This is an optimization exercise on Yosys and OpenROAD, whose aim is small area, a short achievable clock period and few clock cycles per item, not a production implementation.
At most, simulation tests tie the RTL to the original design; equivalence was not proved.
Power and IR drop assume default switching activity.

## conway_top
module conway_top (
  input  logic       clk,
  input  logic       boot_reset,
  input  logic       rx_valid,
  input  logic [7:0] rx_data,
  output logic       rx_ready,
  output logic       tx_valid,
  output logic [7:0] tx_data,
  input  logic       tx_ready
);
  localparam int          L         = 549;  
  localparam int          K         = 34;   
  localparam logic [15:0] LFSR_SEED = 16'hace1;
  localparam logic [15:0] LFSR_TAPS = 16'hb400;
  logic       ph_hdr;
  logic [3:0] ph_y;
  logic [5:0] ph_c;
  logic       nx_hdr;
  logic [3:0] nx_y;
  logic [5:0] nx_c;
  always_comb begin
    nx_hdr = ph_hdr;
    nx_y   = ph_y;
    nx_c   = ph_c + 1'b1;
    if (ph_hdr) begin
      if (ph_c == 6'd4) begin
        nx_hdr = 1'b0;
        nx_y   = 4'd0;
        nx_c   = 6'd0;
      end
    end else if (ph_c == 6'd33) begin
      nx_c = 6'd0;
      if (ph_y == 4'd15) nx_hdr = 1'b1;
      else               nx_y   = ph_y + 1'b1;
    end
  end
  logic is_cell, y0, y15, dead;
  assign is_cell = !ph_hdr && !ph_c[5];
  assign y0   = (ph_y == 4'd0);
  assign y15  = (ph_y == 4'd15);
  assign dead = ph_hdr && (ph_c == 6'd0);
  logic [L-1:0]  ring;
  logic [K:1]    old;     
  logic [31:0]   lp;      
  logic          cap_u;   
  logic [15:0]   lfsr;
  logic          zero;    
  logic          pass_rand;
  logic          pass_step;
  logic n_x0, n_x31, n_y0, n_y15;
  logic nb_ul, nb_u, nb_ur, nb_l, nb_r, nb_dl, nb_d, nb_dr;
  always_comb begin
    nb_u  = n_y0 ? ring[38] : old[33];
    nb_ul = n_y0 ? (n_x0 ? ring[7] : ring[39]) : (n_x0 ? old[2] : old[34]);
    nb_ur = n_x31 ? cap_u : (n_y0 ? ring[37] : old[32]);
    nb_l  = n_x0 ? ring[L-32] : ring[0];
    nb_r  = n_x31 ? old[30] : ring[L-2];
    nb_dl = n_y15 ? lp[29] : (n_x0 ? ring[L-66] : ring[L-34]);
    nb_d  = n_y15 ? lp[28] : ring[L-35];
    nb_dr = n_y15 ? lp[27] : (n_x31 ? ring[L-4] : ring[L-36]);
  end
  function automatic logic [4:0] count4(input logic a, b, c, d);
    logic pa, qa, pb, qb;
    pa = a ^ b;
    qa = a & b;
    pb = c ^ d;
  ...
Size in the first run: about 990 cells after synthesis, roughly 22 I/O pins, roughly 0.016 mm2 of cells after synthesis.
Settings: LEC_CHECK=0, CAP_MARGIN=20, CORE_MARGIN=2, CORE_UTILIZATION=70, CTS_BUF_LIST=sky130_fd_sc_hd__clkbuf_8, CTS_CLUSTER_DIAMETER=50, CTS_CLUSTER_SIZE=20, PLACE_DENSITY=0.82, SLEW_MARGIN=20; clock period 10.0 ns.
standard.sh (not shown) runs the stock make flow with config.mk's settings and CLKGATE_MAP_FILE= SYNTH_SCRIPT=/design/flow/synth_recipe.tcl, a recipe that flattens the netlist after the stock synthesis.
==> flow/flow/run.sh <==
#!/bin/bash
# The standard ORFS layout (the standard.sh: unchanged synthesis and steps),
# with two changes in how the layout is made:
#  - the port buffers that global placement puts on every input and output are
#    buf_4 cells instead of the flow's default choice;
#  - timing repair works with a larger setup margin, so it also speeds up the
#    paths that already meet the 10 ns clock (constraints are unchanged).
# The full make/tool output goes to standard.log in the work folder.
set -euo pipefail
bash standard.sh finish \
  "BUFFER_PORTS_ARGS=-buffer_cell sky130_fd_sc_hd__buf_4" \
  "SETUP_SLACK_MARGIN=7.0" > standard.log 2>&1
Testbench counts at the start, summed over its fixed seeds: cycles 52,704, frames 96.
Rerun with:
==> flow/flow/run.sh (replaced) <==
#!/bin/bash
# The standard ORFS layout (the standard.sh, unchanged synthesis and steps),
# with one change: the port buffers that global placement inserts on every input
# and output are buf_4 cells instead of the flow's default choice.
# The full make/tool output goes to standard.log in the work folder.
set -euo pipefail
bash standard.sh finish "BUFFER_PORTS_ARGS=-buffer_cell sky130_fd_sc_hd__buf_4" > standard.log 2>&1
--- a/flow/config.mk
+++ b/flow/config.mk
@@ -8,8 +8,8 @@
 export CAP_MARGIN = 20
 export CORE_MARGIN = 2
-export CORE_UTILIZATION = 70
+export CORE_UTILIZATION = 60
 export CTS_BUF_LIST = sky130_fd_sc_hd__clkbuf_8
 export CTS_CLUSTER_DIAMETER = 50
 export CTS_CLUSTER_SIZE = 20
-export PLACE_DENSITY = 0.82
+export PLACE_DENSITY = 0.75
 export SLEW_MARGIN = 20
Effect: Critical path depth stays the same. Setup slack loses 0.20 ns. Power increases by 1.7%. Utilization shrinks by 11 points. Routed wire length shrinks by 7.7%. Final cell count grows by 4.5%. Clock power came out higher by about 7%. Global-route usage falls by 3.6 points. Non-clock buffer count fell by 2. Synthesized cell count is unchanged.
Rerun with:
==> flow/flow/run.sh (replaced) <==
#!/bin/bash
# The standard ORFS layout (the standard.sh: unchanged synthesis and steps),
# with two changes in how the layout is made:
#  - the port buffers that global placement puts on every input and output are
#    buf_4 cells instead of the flow's default choice;
#  - timing repair works with a larger setup margin, so it also speeds up the
#    paths that already meet the 10 ns clock (constraints are unchanged).
# The full make/tool output goes to standard.log in the work folder.
set -euo pipefail
bash standard.sh finish \
  "BUFFER_PORTS_ARGS=-buffer_cell sky130_fd_sc_hd__buf_4" \
  "SETUP_SLACK_MARGIN=7.0" > standard.log 2>&1
Result: Fmax rose by 6.2%; routed wire length rose by about 2.5%; power rose by 0.66%; worst hold slack is worse by 0.0085 ns; setup slack is better by 0.19 ns; count of clock-buffer cells in the layout does not change; final area rose by 0.54%; die area stays the same.

Another version of the RTL of conway_top (not shown whole).
Size: ~970 cells after synthesis, about 680 flip-flops.
## conway_top
module conway_top (
  input  logic       clk,
  input  logic       boot_reset,
  input  logic       rx_valid,
  input  logic [7:0] rx_data,
  output logic       rx_ready,
  output logic       tx_valid,
  output logic [7:0] tx_data,
  input  logic       tx_ready
);
export LEC_CHECK = 0
export CAP_MARGIN = 20
export CORE_MARGIN = 2
export CORE_UTILIZATION = 60
export CTS_BUF_LIST = sky130_fd_sc_hd__clkbuf_8
export CTS_CLUSTER_DIAMETER = 50
export CTS_CLUSTER_SIZE = 20
export PLACE_DENSITY = 0.75
export SLEW_MARGIN = 20
create_clock -name core_clock -period 10.0 [get_ports {clk}]
==> flow/flow/run.sh <==
#!/bin/bash
# The standard ORFS layout (the standard.sh: unchanged synthesis and steps),
# with two changes in how the layout is made:
#  - the port buffers that global placement puts on every input and output are
#    buf_4 cells instead of the flow's default choice;
#  - clock tree synthesis gets its options directly (larger sink clusters,
#    so the tree has fewer buffers).
# The full make/tool output goes to standard.log in the work folder.
set -euo pipefail
bash standard.sh finish \
  "BUFFER_PORTS_ARGS=-buffer_cell sky130_fd_sc_hd__buf_4" \
  "CTS_ARGS=-sink_clustering_enable -repair_clock_nets -sink_clustering_size 40 -sink_clustering_max_diameter 45 -buf_list sky130_fd_sc_hd__clkbuf_16" > standard.log 2>&1
The starting point finished with timing, DRC and antenna clean.
Testbench counts at the start, summed over its fixed seeds: cycles 52,704, frames 96.
Change:
==> flow/flow/run.sh (replaced) <==
#!/bin/bash
# The standard ORFS layout (the standard.sh: unchanged synthesis and steps),
# with two changes in how the layout is made:
#  - the port buffers that global placement puts on every input and output are
#    buf_4 cells instead of the flow's default choice;
#  - clock tree synthesis gets its options directly: clkbuf_8 sink clusters
#    under a clkbuf_16 root buffer.
# The full make/tool output goes to standard.log in the work folder.
set -euo pipefail
bash standard.sh finish \
  "BUFFER_PORTS_ARGS=-buffer_cell sky130_fd_sc_hd__buf_4" \
  "CTS_ARGS=-sink_clustering_enable -repair_clock_nets -sink_clustering_size 20 -sink_clustering_max_diameter 50 -buf_list sky130_fd_sc_hd__clkbuf_8 -root_buf sky130_fd_sc_hd__clkbuf_16 " > standard.log 2>&1
- CORE_UTILIZATION: 60 -> 70
- PLACE_DENSITY: 0.75 -> 0.82
The changed run finished with timing, DRC and antenna clean.
Clock skew drops by 0.030 ns.
Sequential share of layout area climbs by 3.5 points.
Hold slack improves by 0.046 ns.

Another version of the RTL of conway_top (not shown whole).
Size: about 1,000 cells after synthesis, about 680 flip-flops, roughly 22 I/O pins, about 16,000 um^2 of cells after synthesis.
clock: 10.0 ns
lec_check: 0
cap_margin: 20
core_margin: 2
core_utilization: 60
cts_cluster_diameter: 50
cts_cluster_size: 24
place_density: 0.75
slew_margin: 20
run.sh (not shown) runs the stock make flow with config.mk's settings and CLKGATE_MAP_FILE= SYNTH_SCRIPT=/design/flow/synth_recipe.tcl, a recipe that flattens the netlist after the stock synthesis.
Stock flow here: none of the scripts above is used.
Change:
CORE_UTILIZATION = 40   (was 60)
CTS_CLUSTER_DIAMETER = not set   (was 50)
CTS_CLUSTER_SIZE = not set   (was 24)
PLACE_DENSITY = 0.6   (was 0.75)
The changed run ran to the end with no violations.
Power goes up by 16%.
Wire length is about the same.
Utilization came out lower by 20 points.
Setup slack gets better by 0.029 ns.
Clock-buffer cell count climbs by 37.
No run of this note included a check of the RTL's function; only the layout flow was run.

Setup of nickel:
Another version of the RTL of conway_top (not shown whole).
Size: ~1000 cells after synthesis, ~680 flip-flops, ~22 I/O pins, about 16000 um2 of cells after synthesis.
Design conway_top, start of the top module:
module conway_top (
  input  logic       clk,
  input  logic       boot_reset,
  input  logic       rx_valid,
  input  logic [7:0] rx_data,
  output logic       rx_ready,
  output logic       tx_valid,
  output logic [7:0] tx_data,
  input  logic       tx_ready
);
  localparam int          L         = 549;  
  localparam int          K         = 34;   
  localparam logic [15:0] LFSR_SEED = 16'hace1;
  localparam logic [15:0] LFSR_TAPS = 16'hb400;
  logic       ph_hdr;
  logic [3:0] ph_y;
  logic [5:0] ph_c;
  logic       nx_hdr;
  logic [3:0] nx_y;
  logic [5:0] nx_c;
  always_comb begin
    nx_hdr = ph_hdr;
    nx_y   = ph_y;
    nx_c   = ph_c + 1'b1;
    if (ph_hdr) begin
      if (ph_c == 6'd4) begin
        nx_hdr = 1'b0;
        nx_y   = 4'd0;
        nx_c   = 6'd0;
      end
    end else if (ph_c == 6'd33) begin
      nx_c = 6'd0;
      if (ph_y == 4'd15) nx_hdr = 1'b1;
      else               nx_y   = ph_y + 1'b1;
    end
  end
  logic is_cell, y0, y15, dead;
  logic hold;   
  assign is_cell = !ph_hdr && !ph_c[5];
  assign y0   = (ph_y == 4'd0);
  assign y15  = (ph_y == 4'd15);
  assign dead = ph_hdr && (ph_c == 6'd0);
  logic [L-1:0]  ring;
  logic [K:1]    old;     
  logic [31:0]   lp;      
  logic          cap_u;   
  logic [15:0]   lfsr;
  logic          zero;    
  logic          pass_rand;
  logic          pass_step;
  logic n_x0, n_x31, n_y0, n_y15;
  logic nb_ul, nb_u, nb_ur, nb_l, nb_r, nb_dl, nb_d, nb_dr;
  always_comb begin
    nb_u  = n_y0 ? ring[38] : old[33];
    nb_ul = n_y0 ? (n_x0 ? ring[7] : ring[39]) : (n_x0 ? old[2] : old[34]);
  ...
clock: 10.0 ns
lec_check: 0
cap_margin: 20
core_margin: 2
core_utilization: 60
cts_cluster_diameter: 50
cts_cluster_size: 24
place_density: 0.75
slew_margin: 20
standard.sh (not shown) runs the stock make flow with config.mk's settings and CLKGATE_MAP_FILE= SYNTH_SCRIPT=/design/flow/synth_recipe.tcl, a recipe that flattens the netlist after the stock synthesis.
==> flow/flow/run.sh <==
#!/bin/bash
# The standard ORFS layout (the standard.sh: unchanged synthesis and steps),
# with two changes in how the layout is made:
#  - the port buffers that global placement puts on every input and output are
#    buf_4 cells instead of the flow's default choice;
#  - timing repair works with a larger setup margin, so it also speeds up the
#    paths that already meet the 10 ns clock (constraints are unchanged).
# The full make/tool output goes to standard.log in the work folder.
set -euo pipefail
bash standard.sh finish \
  "BUFFER_PORTS_ARGS=-buffer_cell sky130_fd_sc_hd__buf_4" \
  "SETUP_SLACK_MARGIN=7.2" > standard.log 2>&1
Testbench counts of nickel, summed over its fixed seeds: cycles 52,704, frames 96.
#### Input delta (zinc over nickel)
==> flow/flow/run.sh <==
#!/bin/bash
# The standard ORFS layout (the standard.sh, unchanged synthesis and steps),
# with one change: the port buffers that global placement inserts on every input
# and output are buf_4 cells instead of the flow's default choice.
# The full make/tool output goes to standard.log in the work folder.
set -euo pipefail
bash standard.sh finish "BUFFER_PORTS_ARGS=-buffer_cell sky130_fd_sc_hd__buf_4" > standard.log 2>&1
-- flow/config.mk --
<<< nickel, line 9
export CORE_MARGIN = 2
export CORE_UTILIZATION = 60
export CTS_CLUSTER_DIAMETER = 50
export CTS_CLUSTER_SIZE = 24
export PLACE_DENSITY = 0.75
export SLEW_MARGIN = 20
>>> zinc, line 9
export CORE_MARGIN = 2
export CORE_UTILIZATION = 60
export CTS_CLUSTER_DIAMETER = 60
export CTS_CLUSTER_SIZE = 30
export PLACE_DENSITY = 0.75
export SLEW_MARGIN = 20
Results
Changes observed in zinc relative to nickel: count of placed standard cells in the final layout, fillers left out now smaller; worst hold slack now larger; number of clock-tree buffers in the layout now smaller.
Changes observed in zinc relative to nickel: fraction of synthesis flops using an asynchronous set or reset pin saw little to no change, wire length on met1 lower.
Relative to nickel, zinc improves net switching power figure.
zinc vs nickel on number of non-clock buffers: zinc is the lower one.
Compared with nickel, zinc improves design area.
Worst setup slack: zinc worse than nickel

[separate check: timing with driven ports]
In the flow no input, the clock included, has a driving cell. The finished layouts below were timed again as built, in two steps.
Step 1, drivers: a clkbuf_16 drives clk and a buf_2 each remaining input, both assumed.
Step 2 moves the port delays by t, midway between the first and last clock arrival at a register: inputs arrive t later, outputs are due t later. That takes back most of the time a late clock gives input paths.
Three values: no drivers, after step 1, after step 2; two values: the first two.
run | shift t [ns] | setup WS [ns] | worst setup path after step 2 | clock arrival spread, ns | pins driven straight from the clock port
the first run of note 1 | 0.604 | 6.953 / 6.914 / 6.467 | input to register | 0.024 / 0.024 | 1
the second run of note 1 | 0.603 | 6.754 / 6.713 / 6.216 | input to register | 0.023 / 0.023 | 1
the third run of note 1 | 0.605 | 6.942 / 6.902 / 6.470 | input to register | 0.036 / 0.037 | 1
the first run of note 2 | 0.573 | 6.856 / 6.877 / 6.306 | input to register | 0.048 / 0.049 | 1
the second run of note 2 | 0.556 | 6.821 / 6.844 / 6.288 | input to register | 0.019 / 0.019 | 1
the first run of note 3 | 0.566 | 6.382 / 6.403 / 5.837 | input to register | 0.027 / 0.027 | 1
the second run of note 3 | 0.623 | 6.411 / 6.389 / 5.815 | input to register | 0.037 / 0.037 | 1
nickel | 0.575 | 6.931 / 6.883 / 6.739 | input to register | 0.028 / 0.028 | 1
zinc | 0.613 | 6.880 / 6.831 / 6.502 | input to register | 0.014 / 0.015 | 1
After both steps every run listed still meets setup and hold. For the second run of note 3, which loses most, drivers alone change the setup slack by -0.022 ns; drivers and shift together by -0.596 ns.
